Context: an optimization exercise on an open-source flow, tuned for small area. The choices shown serve that exercise and are no tape-out recipe. In this exercise RTL edits were held to simulation tests only and were not proved equivalent to the original. Power and IR drop assume default switching activity.

==> run a <==
==> flow/design.v <==
`timescale 1ns/100ps
module aplic_rd_g3 (
  input  logic [2:0] i_s,
  input  logic [2:0] i_t,
  output logic       o_n
);
  assign o_n = ~|(i_s & i_t);
endmodule
module aplic_rd_bit (
  input  logic [30:0] i_s,
  input  logic [30:0] i_t,
  input  logic        i_x,
  output logic        o_q
);
  logic [10:0] n;
  for (genvar g = 0; g < 10; g++) begin : g_g3
    aplic_rd_g3 u_g3 (.i_s(i_s[3*g+2:3*g]), .i_t(i_t[3*g+2:3*g]), .o_n(n[g]));
  end
  assign n[10] = ~((i_s[30] & i_t[30]) | i_x);
  aplic_rd_or11 u_or (.i_n(n), .o_q(o_q));
endmodule
module aplic_rd_or11 (
  input  logic [10:0] i_n,
  output logic        o_q
);
  assign o_q = ~&i_n;
endmodule
`timescale 1ns/100ps
module aplic_src_slice (
  input  logic       i_owner,
  input  logic [2:0] i_mode,
  input  logic       i_ip,
  input  logic       i_en,
  input  logic       i_vld,
  input  logic       i_dom,
  input  logic       i_hh,        
  input  logic       i_hl,        
  input  logic       i_rd_tgt,
  input  logic       i_rd_src,
  input  logic       i_wr_tgt,
  input  logic       i_wr_src,
  input  logic       i_wd,        
  input  logic       i_wword,     
  input  logic       i_nh,        
  input  logic       i_p_wset,    
  input  logic       i_p_set,     
  input  logic       i_p_clr,     
  input  logic       i_e_wset,
  input  logic       i_e_set,
  input  logic       i_e_clr,
  input  logic       i_p_rd, i_e_rd,
  output logic       o_owner_we,
  output logic       o_mode_we,
  output logic       o_ip,
  output logic       o_en,
  output logic       o_twe,
  output logic       o_act,
  output logic       o_ts,
  output logic       o_ms,
  output logic       o_ds,
  output logic       o_x
);
  logic hit, own;
  logic k;
  assign hit   = i_hh & i_hl;
  assign own   = i_owner ~^ i_dom;
  assign o_act = |i_mode;
  assign o_owner_we = i_wr_src & hit & ~i_dom;
  assign o_mode_we  = i_wr_src & hit & (~i_dom | i_owner);
  assign k      = own & ((i_wword & i_wd) | i_nh);
  aplic_ix_bit u_ip (.i_q(i_ip), .i_act(o_act), .i_own(own), .i_k(k),
                     .i_wset(i_p_wset), .i_set(i_p_set), .i_clr(i_p_clr), .o_d(o_ip));
  aplic_ix_bit u_en (.i_q(i_en), .i_act(o_act), .i_own(own), .i_k(k),
                     .i_wset(i_e_wset), .i_set(i_e_set), .i_clr(i_e_clr), .o_d(o_en));
  assign o_twe = i_wr_tgt & hit & o_act & own;
  assign o_ts = i_rd_tgt & hit & own & i_vld;
  assign o_ms = i_rd_src & hit & own;
  assign o_ds = i_rd_src & hit & ~i_dom;
  assign o_x  = own & ((i_p_rd & i_ip) | (i_e_rd & i_en));
endmodule
`timescale 1ns/100ps
module aplic_ix_bit (
  input  logic i_q,      
  input  logic i_act,    
  input  logic i_own,    
  input  logic i_k,      
  input  logic i_wset,   
  input  logic i_set,    
  input  logic i_clr,    
  output logic o_d
);
  assign o_d = i_act & ((i_k & i_set) | (i_q & ~(i_own & i_wset) & ~(i_k & i_clr)));
endmodule
`timescale 1ns/100ps
module aplic_regctl_top (
  input  logic        i_clk,
  input  logic        ni_rst,
  input  logic        i_acc_en,
  input  logic        i_acc_we,
  input  logic [0:0]  i_acc_dom,
  input  logic [15:0] i_acc_addr,
  input  logic [31:0] i_acc_wdata,
  output logic [31:0] o_acc_rdata,
  output logic [31:0] o_setip,
  output logic [31:0] o_setie,
  output logic [31:0] o_active,
  output logic [31:0] o_intp_domain,
  output logic [1:0]  o_domaincfg_ie,
  output logic [1:0]  o_domaincfg_dm
);
  logic        dom;
  logic [15:0] a;
  logic [31:0] wd;
  logic        rd, wr;
  logic        a_dom, a_src, a_tgt;
  logic        a_blk, a_word, a_num, num_hi0;
  logic        a_setip, a_inclrip, a_setie, a_clrie;
  logic        a_setipnum, a_clripnum, a_setienum, a_clrienum;
  logic [7:0]  hh;
  logic [3:0]  hl;
  logic [31:1] nh;
  assign dom = i_acc_dom[0];
  assign a   = i_acc_addr;
  assign wd  = i_acc_wdata;
  assign rd  = i_acc_en & ~i_acc_we;
  assign wr  = i_acc_en & i_acc_we;
  assign a_dom = (a == 16'h0000);
  assign a_src = (a[15:7] == 9'h000) & (a[1:0] == 2'b00);
  assign a_tgt = (a[15:7] == 9'h060) & (a[1:0] == 2'b00);
  assign a_blk  = (a[15:10] == 6'b000111);
  assign a_word = a_blk & (a[7:0] == 8'h00);
  assign a_num  = a_blk & (a[7:0] == 8'hDC);
  assign a_setip    = a_word & (a[9:8] == 2'd0);
  assign a_inclrip  = a_word & (a[9:8] == 2'd1);
  assign a_setie    = a_word & (a[9:8] == 2'd2);
  assign a_clrie    = a_word & (a[9:8] == 2'd3);
  assign a_setipnum = a_num  & (a[9:8] == 2'd0);
  assign a_clripnum = a_num  & (a[9:8] == 2'd1);
  assign a_setienum = a_num  & (a[9:8] == 2'd2);
  assign a_clrienum = a_num  & (a[9:8] == 2'd3);
  assign num_hi0 = (wd[31:5] == 27'd0);
  always_comb begin
    for (int j = 0; j < 8; j++) hh[j] = (a[6:4] == 3'(j));
    for (int k = 0; k < 4; k++) hl[k] = (a[3:2] == 2'(k));
    for (int i = 1; i < 32; i++) nh[i] = wr & a_num & num_hi0 & (wd[4:0] == 5'(i));
  end
  logic [1:0]        ie_q, dm_q;
  logic [31:1]       owner_q;
  logic [31:1][2:0]  mode_q;
  logic [31:1]       ip_q, en_q;
  logic [31:1]       vld_q;
  logic [30:0]       tgt_q [31:1];
  logic [31:1]       owner_we, mode_we, ip_d, en_d, twe, act, ts, ms, ds, xs;
  always_ff @(posedge i_clk or negedge ni_rst) begin
    if (!ni_rst) begin
      ie_q <= '0;
      dm_q <= '0;
    end else if (wr & a_dom) begin
      ie_q[dom] <= wd[8];
      dm_q[dom] <= wd[2];
    end
  end
  logic [2:0] wmode;
  logic       rd_tgt, rd_src, wr_tgt, wr_src;
  logic       wword, p_wset, p_set, p_clr, e_wset, e_set, e_clr;
  logic       p_rd, e_rd;
  assign wmode  = (wd[10] | (wd[2:1] == 2'b01)) ? 3'd0 : wd[2:0];
  assign rd_tgt = rd & a_tgt;
  assign rd_src = rd & a_src;
  assign wr_tgt = wr & a_tgt;
  assign wr_src = wr & a_src;
  assign wword  = wr & a_word;
  assign p_wset = wr & a_setip;
  assign p_set  = (a[9:8] == 2'd0);
  assign p_clr  = (a[9:8] == 2'd1);
  assign e_wset = wr & a_setie;
  assign e_set  = (a[9:8] == 2'd2);
  assign e_clr  = (a[9:8] == 2'd3);
  assign p_rd   = rd & a_setip;
  assign e_rd   = rd & a_setie;
  for (genvar i = 1; i < 32; i++) begin : g_src
    aplic_src_slice u_slice (
      .i_owner  (owner_q[i]),
      .i_mode   (mode_q[i]),
      .i_ip     (ip_q[i]),
      .i_en     (en_q[i]),
      .i_vld    (vld_q[i]),
      .i_dom    (dom),
      .i_hh     (hh[i/4]),
      .i_hl     (hl[i%4]),
      .i_rd_tgt (rd_tgt),
      .i_rd_src (rd_src),
      .i_wr_tgt (wr_tgt),
      .i_wr_src (wr_src),
      .i_wd     (wd[i]),
      .i_nh     (nh[i]),
      .i_wword  (wword),
      .i_p_wset (p_wset),
      .i_p_set  (p_set),
      .i_p_clr  (p_clr),
      .i_e_wset (e_wset),
      .i_e_set  (e_set),
      .i_e_clr  (e_clr),
      .i_p_rd   (p_rd),
      .i_e_rd   (e_rd),
      .o_owner_we (owner_we[i]),
      .o_mode_we  (mode_we[i]),
      .o_ip     (ip_d[i]),
      .o_en     (en_d[i]),
      .o_twe    (twe[i]),
      .o_act    (act[i]),
      .o_ts     (ts[i]),
      .o_ms     (ms[i]),
      .o_ds     (ds[i]),
      .o_x      (xs[i])
    );
  end
  always_ff @(posedge i_clk or negedge ni_rst) begin
    if (!ni_rst) begin
      ip_q    <= '0;
      en_q    <= '0;
      vld_q   <= '0;
    end else begin
      ip_q    <= ip_d;
      en_q    <= en_d;
      vld_q   <= vld_q | twe;
    end
  end
  for (genvar i = 1; i < 32; i++) begin : g_cfg
    always_ff @(posedge i_clk or negedge ni_rst) begin
      if (!ni_rst) begin
        owner_q[i] <= 1'b0;
      end else if (owner_we[i]) begin
        owner_q[i] <= wd[10];
      end
    end
    always_ff @(posedge i_clk or negedge ni_rst) begin
      if (!ni_rst) begin
        mode_q[i] <= 3'd0;
      end else if (mode_we[i]) begin
        mode_q[i] <= wmode;
      end
    end
  end
  logic        wdm;
  logic [31:0] wl;
  logic [30:0] wl_s;
  assign wdm = dom ? dm_q[1] : dm_q[0];
  always_comb begin
    wl = wd;
    if (!wdm) begin
      wl[17:8] = '0;
      if (wd[7:0] == 8'd0) wl[0] = 1'b1;
    end else begin
      wl[11] = 1'b0;
    end
  end
  assign wl_s = {wl[31:12], wl[10:0]};
  for (genvar i = 1; i < 32; i++) begin : g_tgt
    always_ff @(posedge i_clk) begin
      if (twe[i]) begin
        tgt_q[i] <= wl_s;
      end
    end
  end
  logic [31:0] x;
  logic [30:0] t_rd;
  logic [2:0]  m_rd;
  logic        d_rd;
  always_comb begin
    x = {xs, 1'b0};
    x[31] = x[31] | (rd & a_dom);
    x[8]  = x[8]  | (rd & a_dom & (dom ? ie_q[1] : ie_q[0]));
    x[2]  = x[2]  | (rd & a_dom & wdm) | m_rd[2];
    x[1]  = x[1]  | m_rd[1];
    x[0]  = m_rd[0];
    x[10] = x[10] | d_rd;
  end
  for (genvar b = 0; b < 31; b++) begin : g_trd
    localparam int W = (b < 11) ? b : b + 1;
    logic [30:0] col;
    for (genvar i = 1; i < 32; i++) begin : g_col
      assign col[i-1] = tgt_q[i][b];
    end
    aplic_rd_bit u_bit (.i_s(ts), .i_t(col), .i_x(x[W]), .o_q(t_rd[b]));
  end
  for (genvar b = 0; b < 3; b++) begin : g_mrd
    logic [30:0] col;
    for (genvar i = 1; i < 32; i++) begin : g_col
      assign col[i-1] = mode_q[i][b];
    end
    aplic_rd_bit u_bit (.i_s(ms), .i_t(col), .i_x(1'b0), .o_q(m_rd[b]));
  end
  aplic_rd_bit u_drd (.i_s(ds), .i_t(owner_q), .i_x(1'b0), .o_q(d_rd));
  assign o_acc_rdata = {t_rd[30:11], x[11], t_rd[10:0]};
  assign o_setip        = {ip_q, 1'b0};
  assign o_setie        = {en_q, 1'b0};
  assign o_active       = {act, 1'b0};
  assign o_intp_domain  = {owner_q, 1'b0};
  assign o_domaincfg_ie = ie_q;
  assign o_domaincfg_dm = dm_q;
endmodule
==> flow/flow/run.sh <==
#!/bin/bash
# Own layout flow: the standard ORFS flow, with
#  - port buffers of the smallest buffer (buf_1) instead of clkdlybuf4s50_1,
#  - CTS with larger sink clusters and no dummy loads,
#  - every logic cell swapped to its smallest size after floorplan (repair
#    steps later size up what needs it).
# Each tool's log stays under orfs/logs; make's output goes to flow_make.log.
set -euo pipefail
here=$(pwd)
bash standard.sh finish \
  BUFFER_PORTS_ARGS="-buffer_cell sky130_fd_sc_hd__buf_1" \
  CTS_ARGS="-sink_clustering_enable -repair_clock_nets -buf_list sky130_fd_sc_hd__clkbuf_8 -sink_clustering_size 14 -sink_clustering_max_diameter 50 -dont_use_dummy_load" \
  POST_FLOORPLAN_TCL="$here/flow/downsize.tcl" \
  > "$here/flow_make.log" 2>&1
==> flow/flow/downsize.tcl <==
# Swap every logic cell for the smallest cell of its family (same function,
# same pins); later repair steps size up what timing, slew or load need.
# Flip-flops keep their synthesized cell.
set db [ord::get_db]
set dont_use [expr {[info exists ::env(DONT_USE_CELLS)] ? $::env(DONT_USE_CELLS) : ""}]
proc ds_pins {m} {
  set p {}
  foreach t [$m getMTerms] { lappend p [$t getName] }
  return [lsort $p]
}
array set fam {}
foreach lib [$db getLibs] {
  foreach m [$lib getMasters] {
    set n [$m getName]
    set skip 0
    foreach pat $dont_use { if {[string match $pat $n]} { set skip 1 } }
    if {$skip} continue
    if {[regexp {^(sky130_fd_sc_hd__[a-z0-9]+)_[0-9]+$} $n -> f]} { lappend fam($f) $m }
  }
}
set n_swap 0
set saved 0
foreach inst [[[$db getChip] getBlock] getInsts] {
  set m [$inst getMaster]
  set n [$m getName]
  if {[regexp {__(df|edf|sdf|dl|tap|fill|decap|conb|clk)} $n]} continue
  if {![regexp {^(sky130_fd_sc_hd__[a-z0-9]+)_[0-9]+$} $n -> f]} continue
  if {![info exists fam($f)]} continue
  set best $m
  set ba [expr {[$m getWidth] * [$m getHeight]}]
  set pins [ds_pins $m]
  foreach c $fam($f) {
    set a [expr {[$c getWidth] * [$c getHeight]}]
    if {$a < $ba && [ds_pins $c] eq $pins} { set best $c; set ba $a }
  }
  if {$best ne $m} {
    set saved [expr {$saved + [$m getWidth] * [$m getHeight] - $ba}]
    replace_cell [$inst getName] [$best getName]
    incr n_swap
  }
}
puts "downsize: swapped $n_swap cells, [expr {$saved / 1e6}] um2 less"
==> flow/standard.sh <==
#!/bin/bash
# synth_recipe.tcl (not shown) runs the flow's synth.tcl, then flattens the netlist and writes it again
# the make line also repeats each setting of config.mk as NAME=value (left out here)
make -C /OpenROAD-flow-scripts/flow DESIGN_CONFIG=/design/flow/config.mk WORK_HOME=/design/flow/orfs CLKGATE_MAP_FILE= SYNTH_SCRIPT=/design/flow/synth_recipe.tcl "${@:-finish}"
==> flow/config.mk <==
export PLATFORM = sky130hd
export DESIGN_NAME = aplic_regctl_top
export DESIGN_NICKNAME = aplic_regctl_top
export VERILOG_FILES = /design/flow/design.v
export SDC_FILE = /design/flow/constraint.sdc
export NUM_CORES = 4
export LEC_CHECK = 0
export CAP_MARGIN = 5
export CORE_MARGIN = 2
export CORE_UTILIZATION = 75
export CTS_BUF_LIST = sky130_fd_sc_hd__clkbuf_8
export CTS_CLUSTER_DIAMETER = 50
export CTS_CLUSTER_SIZE = 14
export SETUP_SLACK_MARGIN = 0
export SLEW_MARGIN = 5
export SYNTH_HIERARCHICAL = 1
export SYNTH_MINIMUM_KEEP_SIZE = 0
==> flow/constraint.sdc <==
create_clock -name core_clock -period 10.0 [get_ports {i_clk}]
set_input_delay 2.0000 -clock core_clock [delete_from_list [all_inputs] [get_ports {i_clk}]]
set_output_delay 2.0000 -clock core_clock [all_outputs]
set_load 0.01 [all_outputs]
==> inputs of run b, as changes to run a <==
--- a/flow/design.v
+++ b/flow/design.v
@@ -14,3 +14,3 @@
 );
-  logic [10:0] n;
+  logic [9:0] n;
   for (genvar g = 0; g < 10; g++) begin : g_g3
@@ -18,10 +18,3 @@
   end
-  assign n[10] = ~((i_s[30] & i_t[30]) | i_x);
-  aplic_rd_or11 u_or (.i_n(n), .o_q(o_q));
-endmodule
-module aplic_rd_or11 (
-  input  logic [10:0] i_n,
-  output logic        o_q
-);
-  assign o_q = ~&i_n;
+  assign o_q = ~&n | (i_s[30] & i_t[30]) | i_x;
 endmodule
@@ -63,3 +56,3 @@
   logic hit, own;
-  logic k;
+  logic k, ip_set, ip_clr, en_set, en_clr;
   assign hit   = i_hh & i_hl;
@@ -70,6 +63,8 @@
   assign k      = own & ((i_wword & i_wd) | i_nh);
-  aplic_ix_bit u_ip (.i_q(i_ip), .i_act(o_act), .i_own(own), .i_k(k),
-                     .i_wset(i_p_wset), .i_set(i_p_set), .i_clr(i_p_clr), .o_d(o_ip));
-  aplic_ix_bit u_en (.i_q(i_en), .i_act(o_act), .i_own(own), .i_k(k),
-                     .i_wset(i_e_wset), .i_set(i_e_set), .i_clr(i_e_clr), .o_d(o_en));
+  assign ip_set = k & i_p_set;
+  assign ip_clr = (own & i_p_wset) | (k & i_p_clr);
+  assign en_set = k & i_e_set;
+  assign en_clr = (own & i_e_wset) | (k & i_e_clr);
+  assign o_ip   = o_act & ((i_ip & ~ip_clr) | ip_set);
+  assign o_en   = o_act & ((i_en & ~en_clr) | en_set);
   assign o_twe = i_wr_tgt & hit & o_act & own;
@@ -79,15 +74,2 @@
   assign o_x  = own & ((i_p_rd & i_ip) | (i_e_rd & i_en));
-endmodule
-`timescale 1ns/100ps
-module aplic_ix_bit (
-  input  logic i_q,      
-  input  logic i_act,    
-  input  logic i_own,    
-  input  logic i_k,      
-  input  logic i_wset,   
-  input  logic i_set,    
-  input  logic i_clr,    
-  output logic o_d
-);
-  assign o_d = i_act & ((i_k & i_set) | (i_q & ~(i_own & i_wset) & ~(i_k & i_clr)));
 endmodule
==> flow/run.sh (new file) <==
#!/bin/bash
# synth_recipe.tcl (not shown) runs the flow's synth.tcl, then flattens the netlist and writes it again
# the make line also repeats each setting of config.mk as NAME=value (left out here)
make -C /OpenROAD-flow-scripts/flow DESIGN_CONFIG=/design/flow/config.mk WORK_HOME=/design/flow/orfs CLKGATE_MAP_FILE= SYNTH_SCRIPT=/design/flow/synth_recipe.tcl finish
--- a/flow/config.mk
+++ b/flow/config.mk
@@ -9,6 +9,6 @@
 export CORE_MARGIN = 2
-export CORE_UTILIZATION = 75
+export CORE_UTILIZATION = 70
 export CTS_BUF_LIST = sky130_fd_sc_hd__clkbuf_8
-export CTS_CLUSTER_DIAMETER = 50
-export CTS_CLUSTER_SIZE = 14
+export CTS_CLUSTER_DIAMETER = 100
+export CTS_CLUSTER_SIZE = 15
 export SETUP_SLACK_MARGIN = 0
removed: flow/flow/run.sh
removed: flow/flow/downsize.tcl
removed: flow/standard.sh
==> metrics.md <==
| Metric | Value |
|---|---|
| Status | `complete, no violations` |
| Max-Slew Margin vs Limit | `under 10%` |
| Clock Power | `approximately 2300 uW` |
| Critical Path Fanout Max | `52` |
| Worst r2r src | `owner_q[24]$_DFFE_PN0P_` |
| Fraction of cell area in non-clock buffers | `5.34%` |
| Largest family of logic cells by synthesized area | `compound AO/OA/AOI/OAI gates` |
| Vias in the first global route | `30300` |
| Proportion of synthesized chip area in sequential cells | `74.0%` |
| Sequential cell area share | `about two thirds` |
| Worst-case vdd ir drop | `127 uV` |
The numbers above come from run b.

==> metrics.md <==
| Metric | Value |
|---|---|
| Status | `complete, no violations` |
| Clock Power | `2400 uW` |
| Max-Slew Margin vs Limit | `6.59%` |
| Critical Path Fanout Max | `97` |
| RSZ-0062 raised after global routing | `no` |
| Post-DRT Antenna Nets | `0` |
| Worst-case vdd ir drop | `120 uV` |
| Worst r2r src | `owner_q[20]$_DFFE_PN0P_` |
| Number of synthesized flops with an enable pin | `961` |
| Vias in the first global route | `roughly 31000` |
| Inverters | `36` |
| Sequential cell area share | `69.0%` |
| Largest family of logic cells by synthesized area | `simple AND/OR/NAND/NOR gates` |
The numbers above come from run a.

-- afterwards: timing with drivers on the ports --
Ports are ideal in the flow. The routed layouts listed here were re-timed in OpenROAD.
Step 1: set_driving_cell puts a clkbuf_16 on i_clk and a buf_2 on each other input, an assumption about the parent block.
Step 2, shift: input delay + t, output delay - t, t = (earliest + latest rising clock arrival at the registers) / 2. This alone moves slack from input paths to output paths.
Three values: no drivers, after step 1, after step 2; two values: the first two.
run | t (ns) | setup slack, ns | worst slew at a driven data input, ns
run a | 0.774 | 2.285 / 2.265 / 2.265 | 0.12
run b | 0.778 | 1.510 / 1.484 / 1.484 | 0.13
After both steps setup and hold are still met in every run listed. The setup slack of run b, which loses most, moves by -0.026 ns with the drivers and by -0.026 ns with both steps.
